What follows belongs to an exercise in optimizing a design on an open flow for small area; a production flow would make more cautious choices.
In this exercise RTL edits were held to simulation tests only and were not proved equivalent to the original.
No activity file was given, so power comes from the tool's default toggle rates.

--- flow/run.sh ---
#!/bin/bash
set -e
rm -rf orfs_scripts
cp -r "$FLOW_HOME/scripts" orfs_scripts
cp flow/abc_area_delay.script orfs_scripts/abc_speed.script
export SCRIPTS_DIR="$PWD/orfs_scripts"
export CTS_ARGS="-sink_clustering_enable -repair_clock_nets -dont_use_dummy_load -buf_list {sky130_fd_sc_hd__clkbuf_8} -sink_clustering_size 14 -sink_clustering_max_diameter 80"
export BUFFER_PORTS_ARGS="-buffer_cell sky130_fd_sc_hd__buf_1"
bash standard.sh > standard.log 2>&1
--- flow/abc_area_delay.script ---
strash
&get -n
&fraig -x
&put
scorr
dc2
strash
&get -n
&dch -f
&nf -D 12000
&put
buffer
upsize -D 12000
dnsize -D 12000
--- standard.sh ---
#!/bin/bash
# synth_recipe.tcl (not shown) runs the flow's synth.tcl, then flattens the netlist and writes it again
# the make line also repeats each setting of config.mk as NAME=value (left out here)
make -C /OpenROAD-flow-scripts/flow DESIGN_CONFIG=/design/flow/config.mk WORK_HOME=/design/flow/orfs CLKGATE_MAP_FILE= SYNTH_SCRIPT=/design/flow/synth_recipe.tcl "${@:-finish}"
--- config.mk ---
export PLATFORM = sky130hd
export DESIGN_NAME = mc_datapath
export DESIGN_NICKNAME = mc_datapath
export VERILOG_FILES = /design/flow/design.v
export SDC_FILE = /design/flow/constraint.sdc
export NUM_CORES = 4
export LEC_CHECK = 0
export CAP_MARGIN = 20
export CORE_MARGIN = 2
export CORE_UTILIZATION = 65
export PLACE_DENSITY = 0.75
export SETUP_SLACK_MARGIN = 0.05
export SLEW_MARGIN = 20
export SYNTH_HIERARCHICAL = 1
--- constraint.sdc ---
create_clock -name core_clock -period 12.0 [get_ports {clk}]
set_input_delay 2.4000 -clock core_clock [delete_from_list [all_inputs] [get_ports {clk}]]
set_output_delay 2.4000 -clock core_clock [all_outputs]
set_load 0.01 [all_outputs]
--- design.v ---
package mc_pkg;
  typedef enum logic [1:0] {
    ST_FETCH = 2'd0,
    ST_EXEC  = 2'd1,
    ST_MEM   = 2'd2,
    ST_WB    = 2'd3
  } mc_state_e;
  localparam logic [2:0] ALU_ADD   = 3'b000;
  localparam logic [2:0] ALU_SUB   = 3'b001;
  localparam logic [2:0] ALU_AND   = 3'b010;
  localparam logic [2:0] ALU_OR    = 3'b011;
  localparam logic [2:0] ALU_XOR   = 3'b100;
  localparam logic [2:0] ALU_SLT   = 3'b101;
  localparam logic [2:0] ALU_SHIFT = 3'b110;
  localparam logic [2:0] ALU_SLTU  = 3'b111;
  localparam logic [1:0] IMM_I = 2'b00;
  localparam logic [1:0] IMM_S = 2'b01;
  localparam logic [1:0] IMM_B = 2'b10;
  localparam logic [1:0] IMM_J = 2'b11;
  localparam logic [1:0] RES_ALU   = 2'b00;
  localparam logic [1:0] RES_MDR   = 2'b01;
  localparam logic [1:0] RES_PC4   = 2'b10;
  localparam logic [1:0] RES_UPPER = 2'b11;
  localparam logic [31:0] NOP = 32'h0000_0013;
endpackage
module mc_hold #(
  parameter int unsigned W = 32
) (
  input  logic         we,
  input  logic         nwe,
  input  logic [W-1:0] wd,
  input  logic [W-1:0] q,
  output logic [W-1:0] d
);
  assign d = (wd & {W{we}}) | (q & {W{nwe}});
endmodule
module mc_aoi3 #(
  parameter int unsigned W = 32
) (
  input  logic         s0,
  input  logic         s1,
  input  logic         s2,
  input  logic [W-1:0] a0,
  input  logic [W-1:0] a1,
  input  logic [W-1:0] a2,
  output logic [W-1:0] y_n
);
  assign y_n = ~((a0 & {W{s0}}) | (a1 & {W{s1}}) | (a2 & {W{s2}}));
endmodule
module mc_aoi2 #(
  parameter int unsigned W = 32
) (
  input  logic         s0,
  input  logic         s1,
  input  logic [W-1:0] a0,
  input  logic [W-1:0] a1,
  output logic [W-1:0] y_n
);
  assign y_n = ~((a0 & {W{s0}}) | (a1 & {W{s1}}));
endmodule
module mc_mux2i #(
  parameter int unsigned W = 32
) (
  input  logic         s,
  input  logic [W-1:0] a,
  input  logic [W-1:0] b,
  output logic [W-1:0] y_n
);
  assign y_n = ~(s ? b : a);
endmodule
module mc_rca #(
  parameter int unsigned W = 32
) (
  input  logic [W-1:0] a,
  input  logic [W-1:0] b,
  input  logic         ci,
  output logic [W-1:0] s,
  output logic         co
);
  logic [W:0] c;
  assign c[0] = ci;
  for (genvar i = 0; i < W; i++) begin : g_bit
    assign s[i]   = a[i] ^ b[i] ^ c[i];
    assign c[i+1] = (a[i] & b[i]) | (a[i] & c[i]) | (b[i] & c[i]);
  end
  assign co = c[W];
endmodule
module mc_cia32 (
  input  logic [31:0] a,
  input  logic [31:0] b,
  input  logic        ci,
  output logic [31:0] s,
  output logic        co
);
  localparam int unsigned NB = 6;
  localparam logic [NB*6-1:0] LOS = {6'd26, 6'd20, 6'd14, 6'd9, 6'd4, 6'd0};
  localparam logic [NB*6-1:0] WBS = {6'd6,  6'd6,  6'd6,  6'd5, 6'd5, 6'd4};
  logic [NB:0] c;
  assign c[0] = ci;
  for (genvar k = 0; k < NB; k++) begin : g_blk
    localparam int unsigned LO = LOS[6*k +: 6];
    localparam int unsigned WB = WBS[6*k +: 6];
    if (k == 0) begin : g_first
      mc_rca #(.W(WB)) u_add (.a(a[LO +: WB]), .b(b[LO +: WB]), .ci(c[0]),
                              .s(s[LO +: WB]), .co(c[1]));
    end else begin : g_inc
      logic [WB-1:0] s0, ones;    
      logic          c0;
      mc_rca0 #(.W(WB)) u_add (.a(a[LO +: WB]), .b(b[LO +: WB]), .s(s0), .co(c0));
      assign ones[0] = 1'b1;
      for (genvar i = 1; i < WB; i++) begin : g_ones
        assign ones[i] = ones[i-1] & s0[i-1];
      end
      logic [WB-1:0] flip;
      mc_and_bc #(.W(WB)) u_flip (.s(c[k]), .a(ones), .y(flip));
      mc_xor    #(.W(WB)) u_sum  (.a(s0), .b(flip), .y(s[LO +: WB]));
      assign c[k+1]      = c0 | (c[k] & ones[WB-1] & s0[WB-1]);
    end
  end
  assign co = c[NB];
endmodule
module mc_rca0 #(
  parameter int unsigned W = 32
) (
  input  logic [W-1:0] a,
  input  logic [W-1:0] b,
  output logic [W-1:0] s,
  output logic         co
);
  logic [W:0] c;
  assign c[0] = 1'b0;
  for (genvar i = 0; i < W; i++) begin : g_bit
    assign s[i]   = a[i] ^ b[i] ^ c[i];
    assign c[i+1] = (a[i] & b[i]) | (a[i] & c[i]) | (b[i] & c[i]);
  end
  assign co = c[W];
endmodule
module mc_zero (
  input  logic        op_sum,
  input  logic [31:0] sum,
  input  logic        op_slt,
  input  logic        slt,
  input  logic        op_sltu,
  input  logic        sltu,
  input  logic [31:0] oth_res,
  output logic        zero
);
  assign zero = op_sum  ? (sum == '0) :
                op_slt  ? ~slt :
                op_sltu ? ~sltu : (oth_res == '0);
endmodule
module mc_inc #(
  parameter int unsigned W = 30
) (
  input  logic [W-1:0] a,
  output logic [W-1:0] s
);
  logic [W:0] c;
  assign c[0] = 1'b1;
  for (genvar i = 0; i < W; i++) begin : g_bit
    assign s[i]   = a[i] ^ c[i];
    assign c[i+1] = a[i] & c[i];
  end
endmodule
module mc_and_bc #(
  parameter int unsigned W = 32
) (
  input  logic         s,
  input  logic [W-1:0] a,
  output logic [W-1:0] y
);
  assign y = a & {W{s}};
endmodule
module mc_xor #(
  parameter int unsigned W = 32
) (
  input  logic [W-1:0] a,
  input  logic [W-1:0] b,
  output logic [W-1:0] y
);
  assign y = a ^ b;
endmodule
module mc_datapath #(
  parameter int unsigned     XLEN     = 32,
  parameter logic [XLEN-1:0] RESET_PC = '0
) (
  input  logic          clk,
  input  logic          reset,
  input  logic [1:0]    ResultSrc,
  input  logic          PCSrc,
  input  logic          ALUSrc,
  input  logic          RegWrite,
  input  logic [1:0]    ImmSrc,
  input  logic [2:0]    ALUControl,
  input  logic          Jalr,
  input  logic          MemRead,
  input  logic          MemWrite,
  output logic [31:0]   Instr,
  output logic          Zero,
  output logic          ALUR31,
  output logic          mem_req,
  output logic          mem_we,
  output logic [XLEN-1:0] mem_addr,
  output logic [XLEN-1:0] mem_wdata,
  input  logic [XLEN-1:0] mem_rdata,
  input  logic          mem_ready,
  output logic [1:0]    state
);
  localparam int SHW = $clog2(XLEN);
  mc_pkg::mc_state_e       cur_st, nxt_st;
  logic [XLEN-1:0] pc, opa, mdr;
  logic [XLEN-1:0] port, imm_ext, alu_res;
  logic [XLEN-1:0] pc_plus4, result;
  logic [19:0]     pc_upper;
  wire st_fetch = (cur_st == mc_pkg::ST_FETCH);
  wire st_exec  = (cur_st == mc_pkg::ST_EXEC);
  wire st_mem   = (cur_st == mc_pkg::ST_MEM);
  wire st_wb    = (cur_st == mc_pkg::ST_WB);
  assign state = cur_st;
  always_comb begin
    imm_ext = '0;
    case (ImmSrc)
      mc_pkg::IMM_I: imm_ext = XLEN'($signed(Instr[31:20]));
      mc_pkg::IMM_S: imm_ext = XLEN'($signed({Instr[31:25], Instr[11:7]}));
      mc_pkg::IMM_B: imm_ext = XLEN'($signed({Instr[31], Instr[7], Instr[30:25], Instr[11:8], 1'b0}));
      mc_pkg::IMM_J: imm_ext = XLEN'($signed({Instr[31], Instr[19:12], Instr[20], Instr[30:21], 1'b0}));
      default: imm_ext = '0;
    endcase
  end
  logic [30:0][XLEN-1:0] rf_q, rf_d;
  logic [30:0]           rf_we;
  logic [31:0]           tsel;      
  logic [31:0][XLEN-1:0] term;
  logic [10:0][XLEN-1:0] part_n;
  logic                  sel_imm;
  assign sel_imm  = (st_exec && ALUSrc) || st_wb;
  for (genvar i = 0; i < 31; i++) begin : g_rf
    assign rf_we[i] = st_wb && RegWrite && (Instr[11:7] == 5'(i + 1));
    mc_hold #(.W(XLEN)) u_hold (.we(rf_we[i]), .nwe(~rf_we[i]), .wd(result), .q(rf_q[i]), .d(rf_d[i]));
    assign tsel[i] = st_fetch ? (mem_rdata[19:15] == 5'(i + 1))
                              : (!sel_imm && (Instr[24:20] == 5'(i + 1)));
    assign term[i] = rf_q[i];
  end
  assign tsel[31] = sel_imm;
  assign term[31] = imm_ext;
  always_ff @(posedge clk) rf_q <= rf_d;
  for (genvar g = 0; g < 10; g++) begin : g_rd
    mc_aoi3 #(.W(XLEN)) u_aoi (.s0(tsel[3*g]), .s1(tsel[3*g+1]), .s2(tsel[3*g+2]),
                               .a0(term[3*g]), .a1(term[3*g+1]), .a2(term[3*g+2]),
                               .y_n(part_n[g]));
  end
  mc_aoi2 #(.W(XLEN)) u_aoi_last (.s0(tsel[30]), .s1(tsel[31]), .a0(term[30]), .a1(term[31]),
                                  .y_n(part_n[10]));
  always_comb begin
    port = '0;
    for (int g = 0; g < 11; g++) port = port | ~part_n[g];
  end
  logic            alu_sub, cout, slt, sltu;
  logic [XLEN-1:0] sum;
  logic [XLEN-1:0] add_y;
  assign alu_sub = ALUControl[0] && !st_wb;
  assign add_y   = port ^ {XLEN{alu_sub}};
  mc_cia32 u_alu_add (.a(opa), .b(add_y), .ci(alu_sub), .s(sum), .co(cout));
  assign sltu = ~cout;
  assign slt  = (opa[XLEN-1] ^ port[XLEN-1]) ? opa[XLEN-1] : sum[XLEN-1];
  logic            sh_left, sh_fill;
  logic [SHW-1:0]  sh_amt, rot_amt;
  logic [XLEN-1:0] rot1_n, rot2, rot3_n, rot4, rot5_n, sh_mask, sh_res;
  assign sh_left = (Instr[14:12] == 3'b001);
  assign sh_fill = ~sh_left & Instr[30] & opa[XLEN-1];
  assign sh_amt  = port[SHW-1:0];
  logic [SHW-1:0]  neg_amt;
  always_comb begin
    for (int i = 0; i < SHW; i++) neg_amt[i] = sh_amt[i] ^ (|(sh_amt & SHW'((1 << i) - 1)));
  end
  assign rot_amt = sh_left ? neg_amt : sh_amt;
  mc_mux2i #(.W(XLEN)) u_rot1 (.s(rot_amt[0]), .a(opa),    .b({opa[0],      opa[31:1]}),      .y_n(rot1_n));
  mc_mux2i #(.W(XLEN)) u_rot2 (.s(rot_amt[1]), .a(rot1_n), .b({rot1_n[1:0], rot1_n[31:2]}),   .y_n(rot2));
  mc_mux2i #(.W(XLEN)) u_rot3 (.s(rot_amt[2]), .a(rot2),   .b({rot2[3:0],   rot2[31:4]}),     .y_n(rot3_n));
  mc_mux2i #(.W(XLEN)) u_rot4 (.s(rot_amt[3]), .a(rot3_n), .b({rot3_n[7:0], rot3_n[31:8]}),   .y_n(rot4));
  mc_mux2i #(.W(XLEN)) u_rot5 (.s(rot_amt[4]), .a(rot4),   .b({rot4[15:0],  rot4[31:16]}),    .y_n(rot5_n));
  logic [XLEN-1:0] sh_keep;
  assign sh_keep = {XLEN{1'b1}} << sh_amt;
  always_comb begin
    for (int i = 0; i < XLEN; i++) sh_mask[i] = sh_left ? sh_keep[i] : sh_keep[XLEN-1-i];
  end
  assign sh_res = (~rot5_n & sh_mask) | ({XLEN{sh_fill}} & ~sh_mask);
  logic            op_sum, op_slt, op_sltu;
  logic [XLEN-1:0] oth_res;
  assign op_sum  = (ALUControl[2:1] == 2'b00);
  assign op_slt  = (ALUControl == mc_pkg::ALU_SLT);
  assign op_sltu = (ALUControl == mc_pkg::ALU_SLTU);
  always_comb begin
    oth_res = '0;
    case (ALUControl)
      mc_pkg::ALU_AND:   oth_res = opa & port;
      mc_pkg::ALU_OR:    oth_res = opa | port;
      mc_pkg::ALU_XOR:   oth_res = opa ^ port;
      mc_pkg::ALU_SHIFT: oth_res = sh_res;
      default:           oth_res = '0;
    endcase
  end
  assign alu_res = (op_sum || st_wb) ? sum :
                   op_slt  ? {{(XLEN-1){1'b0}}, slt} :
                   op_sltu ? {{(XLEN-1){1'b0}}, sltu} : oth_res;
  mc_zero u_zero (.op_sum(op_sum), .sum(sum), .op_slt(op_slt), .slt(slt),
                  .op_sltu(op_sltu), .sltu(sltu), .oth_res(oth_res), .zero(Zero));
  assign ALUR31  = op_sum ? sum[XLEN-1] : oth_res[XLEN-1];
  logic unused_co;
  mc_inc #(.W(XLEN-2)) u_pc_inc (.a(opa[XLEN-1:2]), .s(pc_plus4[XLEN-1:2]));
  assign pc_plus4[1:0] = opa[1:0];
  mc_rca #(.W(20)) u_pc_upper (.a(opa[31:12]), .b(Instr[31:12]), .ci(1'b0), .s(pc_upper), .co(unused_co));
  logic            pc_sel_alu, pc_sel_pc4, pc_sel_hold, pc_sel_hold0;
  logic [XLEN-1:0] pc_d_n;
  assign pc_sel_alu   = st_exec || (st_wb && !Jalr && PCSrc);
  assign pc_sel_pc4   = st_wb && !Jalr && !PCSrc;
  assign pc_sel_hold0 = !(st_exec || st_wb);
  assign pc_sel_hold  = pc_sel_hold0 || (st_wb && Jalr);
  mc_aoi3 #(.W(XLEN-1)) u_pc_d (.s0(pc_sel_alu), .s1(pc_sel_pc4), .s2(pc_sel_hold),
                                .a0(alu_res[XLEN-1:1]), .a1(pc_plus4[XLEN-1:1]), .a2(pc[XLEN-1:1]),
                                .y_n(pc_d_n[XLEN-1:1]));
  mc_aoi3 #(.W(1)) u_pc_d0 (.s0(pc_sel_alu), .s1(pc_sel_pc4), .s2(pc_sel_hold0),
                            .a0(alu_res[0]), .a1(pc_plus4[0]), .a2(pc[0]), .y_n(pc_d_n[0]));
  always_comb begin
    result = pc;
    case (ResultSrc)
      mc_pkg::RES_ALU:   result = pc;
      mc_pkg::RES_MDR:   result = mdr;
      mc_pkg::RES_PC4:   result = pc_plus4;
      mc_pkg::RES_UPPER: result = Instr[5] ? {Instr[31:12], 12'b0} : {pc_upper, opa[11:0]};
      default:   result = pc;
    endcase
  end
  always_ff @(posedge clk or negedge reset) begin
    if (!reset) cur_st <= mc_pkg::ST_FETCH;
    else        cur_st <= nxt_st;
  end
  always_comb begin
    nxt_st = cur_st;
    case (cur_st)
      mc_pkg::ST_FETCH: if (mem_ready) nxt_st = mc_pkg::ST_EXEC;
      mc_pkg::ST_EXEC:  nxt_st = (MemRead || MemWrite) ? mc_pkg::ST_MEM : mc_pkg::ST_WB;
      mc_pkg::ST_MEM:   if (mem_ready) nxt_st = mc_pkg::ST_WB;
      mc_pkg::ST_WB:    nxt_st = mc_pkg::ST_FETCH;
      default:          nxt_st = mc_pkg::ST_FETCH;
    endcase
  end
  assign mem_req   = reset && (st_fetch || st_mem);
  assign mem_we    = reset && st_mem && MemWrite;
  assign mem_addr  = pc;
  assign mem_wdata = port;
  logic            ld_ir, ld_mdr;
  logic [XLEN-1:0] ir_d, mdr_d;
  assign ld_ir  = st_fetch && mem_ready;
  assign ld_mdr = st_mem && mem_ready;
  mc_hold #(.W(32))   u_hold_ir  (.we(ld_ir),  .nwe(~ld_ir),  .wd(mem_rdata[31:0]), .q(Instr), .d(ir_d));
  mc_hold #(.W(XLEN)) u_hold_mdr (.we(ld_mdr), .nwe(~ld_mdr), .wd(mem_rdata), .q(mdr), .d(mdr_d));
  always_ff @(posedge clk or negedge reset) begin
    if (!reset) begin
      pc    <= RESET_PC;
      Instr <= mc_pkg::NOP;
      mdr   <= '0;
    end else begin
      Instr <= ir_d;
      mdr   <= mdr_d;
      pc    <= ~pc_d_n;
    end
  end
  logic            opa_hold;
  logic [XLEN-1:0] opa_d_n;
  assign opa_hold = !(ld_ir || st_exec);
  mc_aoi3 #(.W(XLEN)) u_opa_d (.s0(ld_ir), .s1(st_exec), .s2(opa_hold), .a0(port), .a1(pc), .a2(opa),
                               .y_n(opa_d_n));
  always_ff @(posedge clk) opa <= ~opa_d_n;
endmodule
==> results of run 1 <==
[power groups by stage]
stage / clock [mW] / combinational (mW) / sequential (mW)
after CTS: 1.87 / 5.98 / 5.57
after global placement: 0 / 5.84 / 5.63
final: 1.87 / 6.28 / 5.64
after floorplan: 0 / 3.67 / 5.38
after global routing: 2.00 / 6.53 / 5.70
after detailed placement: 0 / 5.97 / 5.63
[routing by layer]
metal  part of all wire [%]  up-vias  track usage, %  wire [um]
met5                  0.022        -               0         42
met4                    8.4        6            34.3      16000
met3                     14      731            15.7      26600
met2                     41     3582            67.3      77500
met1                     37    21148            62.6      69900
li1                       -    17806               -          -
[state kept, by name (all words and copies together) (netlist names)]
name / count
pc: 32
cur_st: 2
mdr: 32
rf_q: 992
opa: 32
Instr: 32
[placed cells by master (no fill, tap or decap), types with 47 or more instances in the layout]
master,count
fa_1,47
nand4_1,78
a22o_1,1057
a222oi_1,408
mux2i_1,161
dfxtp_1,1024
dfrtp_1,94
ha_1,104
o21ai_0,67
a21oi_1,48
clkbuf_8,91
buf_4,233
nor2_1,65
inv_1,227
nand3_1,87
a22oi_1,47
buf_1,148
nand2_1,103
[layout make-up]
| class | count | area (um2) | share of cell area (%) |
|---|---|---|---|
| inverter | 233 | 875 | 1.69 |
| clock buffer | 91 | 1250 | 2.42 |
| timing repair buffer | 393 | 2530 | 4.89 |
| multi-input combinational | 2674 | 23000 | 44.4 |
| sequential | 1122 | 23000 | 44.3 |
| antenna | 2 | 5.00 | 0.00965 |
| tap | 959 | 1200 | 2.31 |
[metrics by stage]
| step | setup WS (ns) | utilization, % | instance area (um2) | cells | power [mW] |
|---|---|---|---|---|---|
| 2_1_floorplan | 0.496 | - | 47900 | 4430 | 9.05 |
| 3_3_place_gp | 0.482 | 69.3 | 50500 | 5379 | 11.5 |
| 3_5_place_dp | 0.433 | 69.3 | 50600 | 5380 | 11.6 |
| 4_1_cts | 0.408 | 71.0 | 51800 | 5471 | 13.4 |
| 6_report | 0.359 | 71.1 | 51800 | 5474 | 13.8 |
| 5_1_grt | 0.118 | 71.1 | 51800 | 5474 | 14.2 |
[worst min path at each step]
stage | from | to | slack (ns)
global route | rf_q[186] | rf_q[186] | 0.48
global placement | rf_q[53] | rf_q[53] | 0.45
finish | rf_q[569] | rf_q[569] | 0.47
detailed placement | rf_q[146] | rf_q[146] | 0.45
floorplan | rf_q[128] | rf_q[128] | 0.44
CTS | rf_q[905] | rf_q[905] | 0.48
==> impl_metrics.json, run 1 <==
{
  "p_leak_nw": 21.3,
  "dpl.hpwl_mm": 124,
  "whs_ns": 0.473,
  "min_path_cells": 1,
  "cp.required_ns": 9.60,
  "worst_pin_slew_ns": 1.17,
  "grt.total_usage_pct": 48.2,
  "crit_cells": 24,
  "crit_family": "simple AND/OR/NAND/NOR gates",
  "avgSynthCellArea_um2": 10.8,
  "switching_share_pct": 44.3,
  "wire_per_inst_um": 34.7,
  "start_util_pct": 65.7,
  "clk_latency_ns": 0.76,
  "fmax_mhz": 85.9,
  "grt_max_degree": 66,
  "antenna_found_initial": 8,
  "place_congestion": 1.09,
  "irDropWorstVdd_mv": 0.264,
  "drt-total-wl_mm": 190,
  "r2r_slack_ns": 1.78,
  "post_cts_resized": 0,
  "syn_area_um2": 47900,
  "via_per_inst": 7.91,
  "start_kind": "primary input",
  "buffer_ports.inserted": 149,
  "tns_ns": 0,
  "drv_slew": 0,
  "grt_pass1_vias": 39851,
  "rsz0062_at_grt": "no",
  "outcome": "finished clean",
  "cts_hold_buf": 0,
  "clockPowerShare_pct": 13.6,
  "slew_headroom_pct": 22.3,
  "die_y_um": 276,
  "worstSetupPathType": "primary input to output port",
  "crit_path_end_kind": "output port",
  "setup_viol": 0,
  "power_density_nw_per_um2": 266,
  "grt_first_pass_wirelength_mm": 271,
  "route.vias.total": 43273,
  "finalHoldViolCount": 0,
  "numCtsBuffers": 91,
  "slowest_delay_ns": 0.61,
  "crit_chain": "buf_1, nor2b_1, nand3_1, o22ai_2, a222oi_1, nand4_1, or3_1, inv_1, xnor2_1, ha_1, fa_1, fa_1, fa_1, and4_1, a31o_2, a31o_2, a31o_2, and2_1, xor2_1, nor4_1, nand4_1, or4_1, o21ai_1, buf_1",
  "final_layout_size_suffix_gt1_share_pct": 9.82,
  "cp_data_arrival_time_ns": 9.24,
  "areaGrowthSynthToFinish_pct": 8.19,
  "cts_root_buffer": "clkbuf_8",
  "crit-reg2reg-launch": "opa[12]",
  "seq_power_share_pct": 40.9,
  "hold_class": "register to register",
  "synth_warnings": 7,
  "timing.final.crit_period_ns": 11.64,
  "drc": 0,
  "r2r_end": "rf_q[414]",
  "worst_path_max_delay_cell": "a222oi_1",
  "die_area_um2": 75900,
  "post_cts_buffers": 0,
  "final_nets": 4714,
  "die_w_um": 276,
  "cts.path.max_buffers": 3,
  "min_period_over_period_pct": 97.0,
  "rows": 99,
  "critPathMaxFanout": 7,
  "worstSetupStartpoint": "mem_rdata[16]",
  "clock_skew_ns": 0.0835,
  "detail-route-antenna-nets": 0,
  "ioPinCount": 150,
  "power_switching_mw": 6.12,
  "clock_sinks": 1122,
  "intPower_mw": 7.68,
  "grt-ovfl-total": 0,
  "drt_iter0_markers": 9275,
  "fillCellCount": 5469,
  "power_frac_comb_pct": 45.5,
  "clkTransAtPathRegs_ns": 0.07,
  "worst-path-buf-inv": 3,
  "r2r_cells": 25,
  "htreeDepth": 3,
  "coreArea_um2": 73000,
  "drv_cap": 0,
  "syn_inst": 4426,
  "cts_tree": "built",
  "drt-pass1-iter-count": 14,
  "endpoint": "Zero"
}
==> inputs of run 2 (changes only) <==
--- a/config.mk
+++ b/config.mk
@@ -9,6 +9,6 @@
 export CORE_MARGIN = 2
 export CORE_UTILIZATION = 65
 export PLACE_DENSITY = 0.75
-export SETUP_SLACK_MARGIN = 0.05
+export SETUP_SLACK_MARGIN = 0.15
 export SLEW_MARGIN = 20
 export SYNTH_HIERARCHICAL = 1
==> run 2 against run 1 <==
  * Clock power about the same
  * Non-clock buffer count did not move
  * Clock skew increased by 0.00084 ns
  * Die area is the same
  * Clock-buffer cell count unchanged
  * Largest power group unchanged
==> impl_metrics.json, run 2 <==
{
  "outcome": "finished clean",
  "synth_warnings": 7,
  "detail-route-antenna-nets": 0,
  "syn_area_um2": 47900,
  "grt-ovfl-total": 0,
  "clkTransAtPathRegs_ns": 0.07,
  "seq_power_share_pct": 40.9,
  "power_density_nw_per_um2": 266,
  "dpl.hpwl_mm": 124,
  "final_layout_size_suffix_gt1_share_pct": 9.82,
  "power_switching_mw": 6.11,
  "grt.total_usage_pct": 48.2,
  "crit_path_end_kind": "output port",
  "buffer_ports.inserted": 149,
  "timing.final.crit_period_ns": 11.64,
  "layout_common_cells": "a22o_1, dfxtp_1, a222oi_1",
  "p_leak_nw": 21.3,
  "die_y_um": 276,
  "die_w_um": 276,
  "finalNonFillerCells": 5475,
  "tns_ns": 0,
  "irDropWorstVdd_mv": 0.264,
  "slowest_delay_ns": 0.61,
  "crit_family": "simple AND/OR/NAND/NOR gates",
  "slew_headroom_pct": 21.8,
  "worst_pin_slew_ns": 1.17,
  "avgSynthCellArea_um2": 10.8,
  "grt_pass1_vias": 39851,
  "layout_commonest_cell": "a22o_1",
  "drt-pass1-iter-count": 15,
  "setup_viol": 0,
  "cp_data_arrival_time_ns": 9.24,
  "final_area_um2": 51900,
  "drv_slew": 0,
  "ioPinCount": 150,
  "drt-total-wl_mm": 190,
  "post_cts_resized": 0,
  "largest-register": "rf_q",
  "finalHoldViolCount": 0,
  "seqCellArea_um2": 23000,
  "die_area_um2": 75900,
  "critPathMaxFanout": 7,
  "syn_inst": 4426,
  "switching_share_pct": 44.3,
  "clock_skew_ns": 0.0843,
  "crit_chain": "buf_1, nor2b_1, nand3_1, o22ai_2, a222oi_1, nand4_1, or3_1, inv_1, xnor2_1, ha_1, fa_1, fa_1, fa_1, and4_1, a31o_2, a31o_2, a31o_2, and2_1, xor2_1, nor4_1, nand4_1, or4_1, o21ai_1, buf_1",
  "power_frac_comb_pct": 45.5,
  "via_per_inst": 7.92,
  "multi_input_area_um2": 23000,
  "drc": 0,
  "hold_class": "register to register",
  "worst-path-buf-inv": 3,
  "cts_tree": "built",
  "antenna_found_initial": 8,
  "grt_max_degree": 66,
  "dpl_cell_area_um2": 50600,
  "clock_sinks": 1122,
  "worstSetupPathType": "primary input to output port",
  "cts_root_buffer": "clkbuf_8",
  "wire_per_inst_um": 34.7,
  "cp.required_ns": 9.60,
  "clk_latency_ns": 0.76,
  "rows": 99,
  "fillCellCount": 5468,
  "route.vias.total": 43335,
  "cts.path.max_buffers": 3,
  "coreArea_um2": 73000,
  "drt_iter0_markers": 9270,
  "rsz0062_at_grt": "no",
  "clockPowerShare_pct": 13.6,
  "utilization_pct": 71.1,
  "fmax_mhz": 85.9,
  "areaGrowthSynthToFinish_pct": 8.20,
  "worst_path_max_delay_cell": "a222oi_1",
  "placed_cells": 5380,
  "numCtsBuffers": 91,
  "largest_reg_flops": 992,
  "post_cts_buffers": 0,
  "place_congestion": 1.09,
  "grt_first_pass_wirelength_mm": 271,
  "min_period_over_period_pct": 97.0,
  "start_util_pct": 65.7,
  "intPower_mw": 7.68,
  "start_kind": "primary input",
  "drv_cap": 0,
  "final_nets": 4714,
  "cts_hold_buf": 0,
  "htreeDepth": 3
}
## run 2: worst register-to-register path, stage by stage (launching register included)
cell	delay, ns
dfxtp_1	0.52
inv_1	0.18
fa_1	0.18
inv_1	0.05
fa_1	0.37
fa_1	0.39
fa_1	0.40
fa_1	0.40
fa_1	0.42
fa_1	0.41
fa_1	0.40
fa_1	0.40
fa_1	0.40
fa_1	0.42
fa_1	0.54
fa_1	0.48
fa_1	0.43
fa_1	0.40
fa_1	0.40
fa_1	0.39
fa_1	0.44
fa_1	0.44
o21ai_0	0.15
nand2_1	0.69
buf_4	0.53
a22o_1	0.28
## run 2: final timing paths
path | from | to | slack (ns) | cells after the start
worst min-delay path | rf_q[569] | rf_q[569] | 0.47 | 1
max in group asynchronous | reset | Instr[30] | 8.95 | 2
worst max-delay path | mem_rdata[16] | Zero | 0.36 | 24
min in group asynchronous | reset | Instr[12] | 1.71 | 1
worst min register to register | rf_q[569] | rf_q[569] | 0.47 | 1
worst max register to register | opa[12] | rf_q[414] | 1.81 | 25
## run 2: power by group through the flow
stage / Clock [mW] / Combinational [mW] / Sequential [mW]
floorplan: 0 / 3.67 / 5.38
global placement: 0 / 5.84 / 5.63
detailed placement: 0 / 5.97 / 5.63
CTS: 1.87 / 5.98 / 5.57
global route: 2.00 / 6.54 / 5.70
finish: 1.88 / 6.28 / 5.64
## run 2: metal layers
metal | vias to the layer above | routed length [um] | global-route usage [%]
li1 | 17803 | - | -
met5 | - | 42 | 0
met3 | 701 | 26900 | 15.7
met4 | 6 | 15700 | 34.3
met1 | 21132 | 69900 | 62.6
met2 | 3693 | 77700 | 67.3
## run 2: cell type report
type | count | area share, %
antenna | 3 | 0.0145
clock buffer | 91 | 2.42
inverter | 233 | 1.69
multi-input combinational | 2674 | 44.4
sequential | 1122 | 44.3
tap | 959 | 2.31
timing repair buffer | 393 | 4.90
## run 2: through the flow
step | hold WS [ns] | setup WS (ns) | total power [mW]
after global routing | 0.485 | 0.193 | 14.2
after floorplan | 0.439 | 0.496 | 9.05
after CTS | 0.475 | 0.408 | 13.4
after global placement | 0.451 | 0.482 | 11.5
after detailed placement | 0.452 | 0.433 | 11.6
final | 0.473 | 0.364 | 13.8

[port drivers added, routing unchanged]
How much do the figures lean on ideal ports? The routed layouts below were timed once more, with nothing changed but the port constraints. Step 1 (the two cells are an assumption about what drives the block):
set clk [get_ports {clk}]
set_driving_cell -lib_cell sky130_fd_sc_hd__clkbuf_16 $clk
set_driving_cell -lib_cell sky130_fd_sc_hd__buf_2 [delete_from_list [all_inputs] $clk]
Step 2 moves the port delays by t, midway between the first and last clock arrival at a register: inputs arrive t later, outputs are due t later. That takes back most of the time a late clock gives input paths. Slacks: no drivers / after step 1 / after step 2; pairs: no drivers / after step 1.
run	shift t [ns]	slack for setup (ns)	worst setup path after step 2	slew at the worst register clock pin (ns)	pins driven straight from the clock port
run 1	0.786	0.359 / 0.304 / 0.304	input to output	0.11 / 0.11	1
run 2	0.787	0.364 / 0.309 / 0.309	input to output	0.11 / 0.11	1
After both steps every run listed still meets setup and hold.
